Source: an optimization exercise on an open RTL-to-GDS flow (aim: small area). Production flows keep margins and buffers that such runs may drop. In this exercise RTL edits were held to simulation tests only and were not proved equivalent to the original. No activity file was given, so power comes from the tool's default toggle rates.

run 1:
// cpu_6502_instruction_execute
module cpu_6502_instruction_execute
(
  input  logic        clk,
  input  logic        rst_n,
  input  logic        cfg_we,
  input  logic [15:0] cfg_wdata,
  input  logic        in_valid,
  output logic             in_stall,
  input  logic        in_req_type,
  input  logic [7:0]  in_read_data,
  output logic             out_valid,
  input  logic        out_stall,
  output logic [15:0]      out_bus_addr,
  output logic             out_bus_write,
  output logic [7:0]       out_bus_wdata,
  output logic             out_opcode_fetch,
  output logic             out_bad_opcode
);
Settings: LEC_CHECK=0, ABC_AREA=1, CAP_MARGIN=20, CORE_MARGIN=2, CORE_UTILIZATION=65, GPL_TIMING_DRIVEN=0, PLACE_DENSITY=0.75, SLEW_MARGIN=20; clock period 8.0 ns.
standard.sh (not shown) runs the stock make flow with config.mk's settings and CLKGATE_MAP_FILE= SYNTH_SCRIPT=/design/flow/synth_recipe.tcl, a recipe that flattens the netlist after the stock synthesis.
==> flow/flow/run.sh <==
#!/bin/bash
# Own layout flow: the standard ORFS flow (standard.sh) with three changes to how the
# layout is made:
#  - synthesis maps the logic with a stronger ABC area script (flow/abc_area.script); the
#    registers are mapped before ABC runs, so they are the standard synthesis's registers;
#  - each port gets the smallest buffer (buf_1) instead of the default port buffer cell;
#  - the clock tree uses small clock buffers and no dummy loads.
# The output of every step goes to its own log under orfs/logs/, and make's output to
# flow_make.log in this folder.
set -euo pipefail
W=$PWD
rm -rf "$W/scripts_mod"
cp -r "$FLOW_HOME/scripts" "$W/scripts_mod"
cp "$W/flow/abc_area.script" "$W/scripts_mod/abc_area.script"
bash standard.sh SCRIPTS_DIR="$W/scripts_mod" REMOVE_ABC_BUFFERS=1 \
  BUFFER_PORTS_ARGS="-buffer_cell sky130_fd_sc_hd__buf_1" \
  CTS_ARGS="-sink_clustering_enable -repair_clock_nets -dont_use_dummy_load -sink_clustering_size 10 -sink_clustering_max_diameter 40 -buf_list {sky130_fd_sc_hd__clkbuf_8}" \
  finish > "$W/flow_make.log" 2>&1
==> flow/flow/abc_area.script <==
strash
&get -n
&deepsyn -T 60
&dch -f
&nf -R 1000
&put
--- input diff run 1..run 2 ---
--- a/flow/design.v
+++ b/flow/design.v
@@ -334,29 +334,28 @@
     if (!aop[6]) begin
       sh_out = {sh_in[6:0], aop[5] & c_r};
       sh_c   = sh_in[7];
     end else begin
       sh_out = {aop[5] & c_r, sh_in[7:1]};
       sh_c   = sh_in[0];
     end
   end
   logic [7:0] res;
   assign res = shsel ? sh_out : alu;
   logic [7:0] hinc, bhi;
   logic [15:0] pci;
-  logic [8:0] hsum;       
-  assign hsum = {d, 1'b1} + {8'd0, alu_co};
-  assign hinc = hsum[8:1];
-  logic [7:0] pcid;
+  logic [7:0] dinc, pcid;
+  assign dinc = d + 8'd1;
   assign pcid = pc_r[15:8] + {{7{d[7]}}, 1'b1};
+  assign hinc = alu_co ? dinc : d;
   assign bhi  = (alu_co ^ d[7]) ? pcid : pc_r[15:8];
   assign pci  = pc_r + 16'd1;
   logic [7:0]  a_nxt, x_nxt, y_nxt, s_nxt, op_nxt;
   logic [15:0] pc_nxt, ad_nxt;
   logic [3:0]  ph_nxt;
   logic        n_nxt, v_nxt, d_nxt, i_nxt, z_nxt, c_nxt;
   always_comb begin
     a_nxt = wa ? res : a_r;
     x_nxt = wx ? res : x_r;
     y_nxt = wy ? res : y_r;
     s_nxt = ws ? res : s_r;
     n_nxt = n_r; v_nxt = v_r; d_nxt = d_r; i_nxt = i_r; z_nxt = z_r; c_nxt = c_r;
Any difference in share of the synthesized netlist area taken by xor and xnor gates between run 2 and run 1 is small enough to ignore.
Arrival time of the worst setup path is lower on run 1
Re period utilization: run 1 and run 2 aren't equal, and the higher value belongs to run 2.
On total routed wirelength, run 1 and run 2 are neck and neck.
[run 2 vs run 1] final period demand of the worst path: higher in run 2
Final area delta for run 2 relative to run 1: about 2% higher

--- another note on this design; it stands on its own ---

## cpu_6502_instruction_execute
module cpu_6502_instruction_execute
(
  input  logic        clk,
  input  logic        rst_n,
  input  logic        cfg_we,
  input  logic [15:0] cfg_wdata,
  input  logic        in_valid,
  output logic             in_stall,
  input  logic        in_req_type,
  input  logic [7:0]  in_read_data,
  output logic             out_valid,
  input  logic        out_stall,
  output logic [15:0]      out_bus_addr,
  output logic             out_bus_write,
  output logic [7:0]       out_bus_wdata,
  output logic             out_opcode_fetch,
  output logic             out_bad_opcode
);
  logic [15:0] start_r, pc_r;
  logic [7:0]  a_r, x_r, y_r, s_r;
  logic        n_r, v_r, d_r, i_r, z_r, c_r;
  logic [7:0]  op_r;
  logic [15:0] ad_r;
  logic [3:0]  ph_r;
  logic        ov_r;
  logic        take;
  logic [7:0]  d;
  assign in_stall = ov_r & out_stall;
  assign take     = in_valid & ~in_stall;
  assign d        = in_read_data;
  logic [7:0] p_val;
  assign p_val = {n_r, v_r, 2'b00, d_r, i_r, z_r, c_r};
  logic ph_pcaddr, ph_stk, ph_wr;
  always_comb begin
    ph_pcaddr = (ph_r == c6502_pkg::PH_IDLE) | (ph_r == c6502_pkg::PH_FETCH) |
                (ph_r == c6502_pkg::PH_FETCHB) | (ph_r == c6502_pkg::PH_OPLO) |
  ...
export LEC_CHECK = 0
export ABC_AREA = 1
export CAP_MARGIN = 20
export CORE_MARGIN = 2
export CORE_UTILIZATION = 40
export SLEW_MARGIN = 20
create_clock -name core_clock -period 8.0 [get_ports {clk}]
standard.sh (not shown) runs the stock make flow with config.mk's settings and CLKGATE_MAP_FILE= SYNTH_SCRIPT=/design/flow/synth_recipe.tcl, a recipe that flattens the netlist after the stock synthesis.
==> flow/flow/run.sh <==
#!/bin/bash
# Own layout flow: the standard ORFS flow (standard.sh) with three changes to how the
# layout is made:
#  - synthesis maps the logic with a stronger ABC area script (flow/abc_area.script); the
#    registers are mapped before ABC runs, so they are the standard synthesis's registers;
#  - each port gets the smallest buffer (buf_1) instead of the default port buffer cell;
#  - the clock tree uses small clock buffers and no dummy loads.
# The output of every step goes to its own log under orfs/logs/, and make's output to
# flow_make.log in this folder.
set -euo pipefail
W=$PWD
rm -rf "$W/scripts_mod"
cp -r "$FLOW_HOME/scripts" "$W/scripts_mod"
cp "$W/flow/abc_area.script" "$W/scripts_mod/abc_area.script"
bash standard.sh SCRIPTS_DIR="$W/scripts_mod" REMOVE_ABC_BUFFERS=1 \
  BUFFER_PORTS_ARGS="-buffer_cell sky130_fd_sc_hd__buf_1" \
  CTS_ARGS="-sink_clustering_enable -repair_clock_nets -dont_use_dummy_load -sink_clustering_size 12 -sink_clustering_max_diameter 60 -buf_list {sky130_fd_sc_hd__clkbuf_8}" \
  finish > "$W/flow_make.log" 2>&1
==> flow/flow/abc_area.script <==
strash
&get -n
&deepsyn -T 60
&dch -f
&nf -R 1000
&put
Edit:
--- a/flow/flow/run.sh
+++ b/flow/flow/run.sh
@@ -15 +15 @@
-bash standard.sh SCRIPTS_DIR="$W/scripts_mod" REMOVE_ABC_BUFFERS=1 \
+bash standard.sh SCRIPTS_DIR="$W/scripts_mod" \
==> flow/flow/abc_area.script (replaced) <==
strash
&get -n
&deepsyn -T 60
&dch -f
&nf -R 1000
&put
topo
stime -c
buffer -c
upsize -c
dnsize -c
Fmax rises by 1.3%.
Total power rises by 0.67%.
Sequential power barely changes.
Core utilization falls by 2.4 points.
Clock-buffer cell count does not change.
Clock skew falls by 0.0039 ns.

what the ideal ports hide:
How much do the figures lean on ideal ports? The routed layouts below were timed once more, with nothing changed but the port constraints. Step 1 sets driving cells, clkbuf_16 on the clock port and buf_2 on the other inputs (assumed; they add their load-dependent delay and slew). Step 2 moves the port delays by t, midway between the first and last clock arrival at a register: inputs arrive t later, outputs are due t later. That takes back most of the time a late clock gives input paths. Slacks: ideal / step 1 / step 2; pairs: ideal / step 1.
run	t (ns)	setup WS [ns]	latest minus earliest clock arrival (ns)
run 1	0.419	0.338 / 0.338 / -0.014	0.034 / 0.034
run 2	0.404	0.291 / 0.298 / -0.100	0.043 / 0.043
the first run of note 2	0.430	0.301 / 0.318 / -0.112	0.040 / 0.040
the second run of note 2	0.429	0.402 / 0.412 / -0.017	0.036 / 0.036
With both steps, setup timing fails in every run listed, where it was met with ideal ports. For the second run of note 2, which loses most, drivers alone change the setup slack by +0.010 ns; drivers and shift together by -0.419 ns.
